Context: an optimization exercise on an open-source flow, tuned for small area. The choices shown serve that exercise and are no tape-out recipe.
The RTL was checked by simulation tests, not by an equivalence proof against the original design.
Power figures rest on the tool's default switching activity, not on a simulated workload.

== trial 96 ==
==> flow/design.v <==
module pcie_cq_desc_parser #(
   parameter int AXIS_DATA_WIDTH  = 512,
   parameter int AXIS_TUSER_WIDTH = 229
) (
   input  logic                        clk,
   input  logic                        rst,
   input  logic [AXIS_DATA_WIDTH-1:0]   s_axis_tdata,
   input  logic [AXIS_DATA_WIDTH/8-1:0] s_axis_tkeep,
   input  logic                        s_axis_tvalid,
   output logic                        s_axis_tready,
   input  logic                        s_axis_tlast,
   input  logic [AXIS_TUSER_WIDTH-1:0] s_axis_tuser,
   output logic [AXIS_DATA_WIDTH-1:0]   m_axis_tdata,
   output logic [AXIS_DATA_WIDTH/8-1:0] m_axis_tkeep,
   output logic                        m_axis_tvalid,
   input  logic                        m_axis_tready,
   output logic                        m_axis_tlast,
   output logic [AXIS_TUSER_WIDTH-1:0] m_axis_tuser,
   output logic                        desc_valid,
   input  logic                        desc_ready,
   output logic [63:0]                 desc_addr,
   output logic [1:0]                  desc_at,
   output logic [10:0]                 desc_dwc,
   output logic [3:0]                  desc_type,
   output logic [15:0]                 desc_req_id,
   output logic [7:0]                  desc_tag,
   output logic [7:0]                  desc_func,
   output logic [2:0]                  desc_bar_id,
   output logic [5:0]                  desc_bar_aperture,
   output logic [15:0]                 pkt_cnt,
   output logic [7:0]                  len_err_cnt,
   output logic                        len_err
);
   localparam int KW = AXIS_DATA_WIDTH / 8;
   localparam int BW = AXIS_DATA_WIDTH + KW + 1 + AXIS_TUSER_WIDTH;
   logic [BW-1:0] main_q, skid_q, in_beat;
   logic          main_vld_q, skid_vld_q, tready_q, in_pkt_q;
   logic [119:0]  desc_q;
   logic          desc_valid_q;
   logic [15:0]   pkt_cnt_q;
   logic          is_sop, sop_stall, acc, cap, drain;
   assign in_beat   = {s_axis_tdata, s_axis_tkeep, s_axis_tlast, s_axis_tuser};
   assign is_sop    = |s_axis_tuser[81:80];
   assign sop_stall = s_axis_tvalid && is_sop && !in_pkt_q && desc_valid_q && !desc_ready;
   assign acc       = s_axis_tvalid && tready_q && !sop_stall;
   assign cap       = acc && is_sop && !in_pkt_q;
   assign drain     = !main_vld_q || m_axis_tready;
   always_ff @(posedge clk or posedge rst) begin
      if (rst) begin
         main_vld_q   <= 1'b0;
         skid_vld_q   <= 1'b0;
         tready_q     <= 1'b0;
         in_pkt_q     <= 1'b0;
         desc_valid_q <= 1'b0;
         pkt_cnt_q    <= '0;
      end else begin
         main_vld_q   <= drain ? (skid_vld_q || acc) : 1'b1;
         skid_vld_q   <= !drain && (skid_vld_q || acc);
         tready_q     <= drain || !(skid_vld_q || acc);
         if (acc) in_pkt_q <= in_pkt_q ? !s_axis_tlast : (is_sop && !s_axis_tlast);
         desc_valid_q <= cap || (desc_valid_q && !desc_ready);
         if (cap) pkt_cnt_q <= pkt_cnt_q + 16'd1;
      end
   end
   always_ff @(posedge clk) begin
      if (!skid_vld_q) skid_q <= in_beat;
      if (drain) main_q <= skid_vld_q ? skid_q : in_beat;
      if (cap) desc_q <= {s_axis_tdata[120:80], s_axis_tdata[78:0]};
   end
   logic [6:0]  rem_q, rem_now;
   logic [11:0] dw_full, dw_sum;
   logic [7:0]  lec_q;
   logic        len_err_q, len_err_d, payload, big;
   assign dw_full = (s_axis_tdata[74:64] == 11'd0) ? 12'd1024 : {1'b0, s_axis_tdata[74:64]};
   assign dw_sum  = dw_full + 12'd3;
   assign payload = (s_axis_tdata[78:75] == 4'b0001) || (s_axis_tdata[78:75] == 4'b0011) ||
                    (s_axis_tdata[78:75] == 4'b0100) || (s_axis_tdata[78:75] == 4'b0101) ||
                    (s_axis_tdata[78:75] == 4'b0110);
   assign big     = (s_axis_tdata[74:64] == 11'd0) || (s_axis_tdata[74:64] > 11'd12);
   assign rem_now = (payload && big) ? dw_sum[10:4] : 7'd0;
   always_comb begin
      len_err_d = 1'b0;
      if (cap)                  len_err_d = s_axis_tlast && (rem_now != 7'd0);
      else if (acc && in_pkt_q) len_err_d = s_axis_tlast && (rem_q != 7'd1);
   end
   always_ff @(posedge clk) begin
      if (cap)                  rem_q <= rem_now;
      else if (acc && in_pkt_q) rem_q <= rem_q - 7'd1;
   end
   always_ff @(posedge clk or posedge rst) begin
      if (rst) begin
         lec_q     <= '0;
         len_err_q <= 1'b0;
      end else begin
         len_err_q <= len_err_d;
         if (len_err_d && lec_q != 8'hFF) lec_q <= lec_q + 8'd1;
      end
   end
   assign len_err     = len_err_q;
   assign len_err_cnt = lec_q;
   assign s_axis_tready = tready_q && !sop_stall;
   assign {m_axis_tdata, m_axis_tkeep, m_axis_tlast, m_axis_tuser} = main_q;
   assign m_axis_tvalid = main_vld_q;
   assign desc_valid        = desc_valid_q;
   assign desc_addr         = {desc_q[63:2], 2'b00};
   assign desc_at           = desc_q[1:0];
   assign desc_dwc          = desc_q[74:64];
   assign desc_type         = desc_q[78:75];
   assign desc_req_id       = desc_q[94:79];
   assign desc_tag          = desc_q[102:95];
   assign desc_func         = desc_q[110:103];
   assign desc_bar_id       = desc_q[113:111];
   assign desc_bar_aperture = desc_q[119:114];
   assign pkt_cnt           = pkt_cnt_q;
endmodule
export LEC_CHECK = 0
export CAP_MARGIN = 20
export CORE_AREA = 5 5 895 165
export DIE_AREA = 0 0 900 170
export SLEW_MARGIN = 20
create_clock -name core_clock -period 4.0 [get_ports {clk}]
run.sh (not shown) runs the stock make flow with config.mk's settings and CLKGATE_MAP_FILE= SYNTH_SCRIPT=/design/flow/synth_recipe.tcl, a recipe that flattens the netlist after the stock synthesis.
Trial 96: PASS, flow complete, no timing, DRC or antenna violations
The following lists how build 98 was set up differently from trial 96:
- an added CTS_CLUSTER_SIZE of 28
- a change of DIE_AREA from 0 0 900 170 to 0 0 900 115
- an added CTS_BUF_LIST of sky130_fd_sc_hd__clkbuf_16
- an added CTS_CLUSTER_DIAMETER of 100
- a change of CORE_AREA from 5 5 895 165 to 5 5 895 110
==> flow/flow/run.sh (new file) <==
#!/bin/bash
# Standard ORFS layout, except that the port buffers use the smallest plain buffer cell.
set -euo pipefail
export BUFFER_PORTS_ARGS="-buffer_cell sky130_fd_sc_hd__buf_1"
bash standard.sh finish > standard_make.log 2>&1
==> flow/standard.sh (new file) <==
#!/bin/bash
# synth_recipe.tcl (not shown) runs the flow's synth.tcl, then flattens the netlist and writes it again
# the make line also repeats each setting of config.mk as NAME=value (left out here)
make -C /OpenROAD-flow-scripts/flow DESIGN_CONFIG=/design/flow/config.mk WORK_HOME=/design/flow/orfs CLKGATE_MAP_FILE= SYNTH_SCRIPT=/design/flow/synth_recipe.tcl "${@:-finish}"
removed: flow/run.sh
--- outcome ---
Largest incremental delay on the critical path ended up 300 ps lower on build 98 than on trial 96. Build 98 against trial 96: number of antenna violations at the first check in global routing shrank by 67; setup slack grew by 1030 ps. In the flow results for build 98 and trial 96, the instance area at placement is larger on trial 96. Build 98 — clock buffer count in the final layout about 50% lower, trial 96 as reference. Taking trial 96 as the reference, in build 98 cell depth of the worst setup path went down by 2; power went down by 8.9 mW. Build 98 ends up with a clock group total power that is about 37% lower than in trial 96. Build 98 — first-pass GRT wire length 130000 um lower, trial 96 as reference. Delta(number of tap cells inserted, build 98 - trial 96) < 0. Build 98: number of optimization iterations in the first detailed-route pass is 2 lower than what trial 96 reported.

port drivers added, routing unchanged:
The flow's constraints put no driver on any port. The routed layouts listed below were extracted and timed again, unchanged, in two steps.
Step 1 sets driving cells, clkbuf_16 on the clock port and buf_2 on the other inputs (assumed; they add their load-dependent delay and slew).
Step 2 times the ports against the registers' clock, not the clock port: input delays grow and output delays shrink by t, the midpoint of the rising clock arrivals with the driver on.
Three values: no drivers, after step 1, after step 2; two values: the first two.
| run | shift t [ns] | slack for setup (ns) | worst setup path at the end | latest minus earliest clock arrival (ns) | cell pins on the clock port's net |
|---|---|---|---|---|---|
| trial 96 | 0.804 | 0.212 / 0.015 / 0.015 | input to output | 0.051 / 0.051 | 1 |
| build 98 | 0.758 | 1.247 / 1.141 / 1.355 | input to register | 0.032 / 0.032 | 1 |
After both steps setup and hold are still met in every run listed. For trial 96, which loses most, drivers alone change the setup slack by -0.197 ns; drivers and shift together by -0.197 ns.
